Context: an optimization exercise on an open-source flow, tuned for small area, a short achievable clock period and few clock cycles. The choices shown serve that exercise and are no tape-out recipe.
Only simulation tests tie the RTL to the original design; equivalence was not proved.

==> flow/design.v (excerpt) <==
module integer_matrix_multiply (
  input  wire                                   clk,
  input  wire                                   rst,
  input  wire                                   in_valid,
  output logic                                  in_ready,
  input  wire        [1:0]                      operation,
  input  wire        [2:0]                      row_index,
  input  wire        [2:0]                      col_index,
  input  wire signed [15:0]                     element_value,
  output logic                                  out_valid,
  input  wire                                   out_ready,
  output logic       [2:0]                      out_row,
  output logic       [2:0]                      out_col,
  output logic signed [imm_pkg::PROD_WIDTH-1:0] product_value,
  output logic                                  last,
  output logic                                  dim_error,
  input  wire                                   cfg_we,
  input  wire        [1:0]                      cfg_index,
  input  wire        [3:0]                      cfg_data
);
Size: roughly 12,000 cells after synthesis, ~80 I/O pins, roughly 150,000 um2 of cells after synthesis.
==> flow/config.mk <==
export PLATFORM = sky130hd
export DESIGN_NAME = integer_matrix_multiply
export DESIGN_NICKNAME = integer_matrix_multiply
export VERILOG_FILES = /design/flow/design.v
export SDC_FILE = /design/flow/constraint.sdc
export NUM_CORES = 4
export LEC_CHECK = 0
export ABC_AREA = 1
export CAP_MARGIN = 20
export CORE_MARGIN = 2
export CORE_UTILIZATION = 40
export CTS_CLUSTER_DIAMETER = 100
export CTS_CLUSTER_SIZE = 20
export SLEW_MARGIN = 20
==> flow/constraint.sdc <==
create_clock -name core_clock -period 10.0 [get_ports {clk}]
set_input_delay 2.0000 -clock core_clock [delete_from_list [all_inputs] [get_ports {clk}]]
set_output_delay 2.0000 -clock core_clock [all_outputs]
set_load 0.01 [all_outputs]
standard.sh (not shown) runs the stock make flow with config.mk's settings and CLKGATE_MAP_FILE= SYNTH_SCRIPT=/design/flow/synth_recipe.tcl, a recipe that flattens the netlist after the stock synthesis.
==> flow/flow/run.sh <==
#!/bin/bash
# The standard layout, with the timing repair steps asked to leave more setup slack.
set -euo pipefail
bash standard.sh SETUP_SLACK_MARGIN=6.6 finish > standard.log 2>&1
The baseline went through all stages and came out clean.
Testbench counts at the start, summed over its fixed seeds: cycles 11,975.
Change:
==> flow/flow/run.sh (replaced) <==
#!/bin/bash
# The standard layout, with the timing repair steps asked to leave more setup slack.
set -euo pipefail
bash standard.sh SETUP_SLACK_MARGIN=6.5 finish > standard.log 2>&1
TNS_END_PERCENT = 10   (was default)
The changed run finished clean.
Count of clock-buffer cells in the layout rose by 7.
Cell count fell by 1.1%.

========
violet:
integer_matrix_multiply again, from the RTL that the note above started with.
export LEC_CHECK = 0
export ABC_AREA = 1
export CAP_MARGIN = 20
export CORE_MARGIN = 2
export CORE_UTILIZATION = 40
export CTS_CLUSTER_DIAMETER = 100
export CTS_CLUSTER_SIZE = 20
export SLEW_MARGIN = 20
create_clock -name core_clock -period 10.0 [get_ports {clk}]
==> flow/flow/run.sh <==
#!/bin/bash
# The standard layout, with the timing repair steps asked to leave more setup slack.
set -euo pipefail
bash standard.sh SETUP_SLACK_MARGIN=6.5 finish > standard.log 2>&1
Both conditions hold for violet: the flow ran to the end and the final layout passed the timing, DRC and antenna checks.
Testbench counts of violet, summed over its fixed seeds: cycles 11,975.
> inputs changed (violet -> quartz)
-- flow/flow/run.sh --
<<< violet, line 4
bash standard.sh SETUP_SLACK_MARGIN=6.5 finish > standard.log 2>&1
>>> quartz, line 4
bash standard.sh SETUP_SLACK_MARGIN=6.7 finish > standard.log 2>&1
## What came out
Summary of quartz over violet: post-cts sizing count shows an increase of 79%, number of clock buffer instances in the layout up 6.2%, worst setup slack up 0.071 ns.
quartz vs violet: post-CTS setup-driven buffer insertion count up in quartz
Taking violet as the reference point, the post-route non-filler standard cell count of quartz rises by 446.
quartz vs violet on via count: quartz is the higher one.

========
Another version of the RTL of integer_matrix_multiply (not shown whole).
Size in the first run: about 14000 cells after synthesis, about 80 I/O pins, ~160000 um2 of cells after synthesis.
## integer_matrix_multiply
module integer_matrix_multiply (
  input  wire                                   clk,
  input  wire                                   rst,
  input  wire                                   in_valid,
  output logic                                  in_ready,
  input  wire        [1:0]                      operation,
  input  wire        [2:0]                      row_index,
  input  wire        [2:0]                      col_index,
  input  wire signed [15:0]                     element_value,
  output logic                                  out_valid,
  input  wire                                   out_ready,
  output logic       [2:0]                      out_row,
  output logic       [2:0]                      out_col,
  output logic signed [imm_pkg::PROD_WIDTH-1:0] product_value,
  output logic                                  last,
  output logic                                  dim_error,
  input  wire                                   cfg_we,
  input  wire        [1:0]                      cfg_index,
  input  wire        [3:0]                      cfg_data
);
  logic [3:0] a_rows, a_cols, b_rows, b_cols;
  logic [2:0] ar1, ac1, br1, bc1;
  logic       err;
  always_ff @(posedge clk) begin
    if (rst) begin
      a_rows <= 4'd1;
      a_cols <= 4'd1;
      b_rows <= 4'd1;
      b_cols <= 4'd1;
    end else if (cfg_we) begin
      case (cfg_index)
        2'd0: a_rows <= cfg_data;
        2'd1: a_cols <= cfg_data;
        2'd2: b_rows <= cfg_data;
  ...
Settings: LEC_CHECK=0, ABC_AREA=1, CAP_MARGIN=20, CORE_MARGIN=2, CORE_UTILIZATION=40, CTS_BUF_LIST=sky130_fd_sc_hd__clkbuf_8, CTS_CLUSTER_SIZE=20, SLEW_MARGIN=20, TNS_END_PERCENT=10; clock period 10.0 ns.
==> flow/flow/run.sh <==
#!/bin/bash
# The standard layout, with the timing repair steps asked to leave more setup slack.
set -euo pipefail
bash standard.sh SETUP_SLACK_MARGIN=6.5 finish > standard.log 2>&1
Testbench counts at the start, summed over its fixed seeds: cycles 11,975.
Change:
Settings changed: CORE_UTILIZATION 40 to 55, PLACE_DENSITY set to 0.65.
First-iteration DRC count is higher by 16%.
Wire length is higher by 4.3%.
Non-clock buffer count is higher by 248.
Hold slack gets better by 56 ps.
Final area is higher by 0.57%.
Utilization is higher by 17 points.
Setup slack gets better by 32 ps.

==> what the ideal ports hide <==
The flow's constraints put no driver on any port. The routed layouts listed below were extracted and timed again, unchanged, in two steps.
Step 1 (the two cells are an assumption about what drives the block):
set clk [get_ports {clk}]
set_driving_cell -lib_cell sky130_fd_sc_hd__clkbuf_16 $clk
set_driving_cell -lib_cell sky130_fd_sc_hd__buf_2 [delete_from_list [all_inputs] $clk]
Step 2 moves the port delays by t, midway between the first and last clock arrival at a register: inputs arrive t later, outputs are due t later. That takes back most of the time a late clock gives input paths.
Three values: no drivers, after step 1, after step 2; two values: the first two.
run	t, ns	setup WS [ns]	slew at the worst register clock pin (ns)	pins driven straight from the clock port
the first run of note 1	1.065	6.536 / 6.422 / 5.948	0.10 / 0.10	1
the second run of note 1	1.059	6.084 / 6.084 / 5.443	0.10 / 0.10	1
violet	1.058	6.437 / 6.410 / 5.643	0.10 / 0.10	1
quartz	1.063	6.509 / 6.395 / 5.893	0.10 / 0.10	1
the first run of note 3	1.318	6.144 / 6.121 / 5.477	0.08 / 0.08	1
the second run of note 3	1.268	6.176 / 6.176 / 5.395	0.07 / 0.07	1
After both steps setup and hold are still met in every run listed. For violet, which loses most, drivers alone change the setup slack by -0.027 ns; drivers and shift together by -0.794 ns.
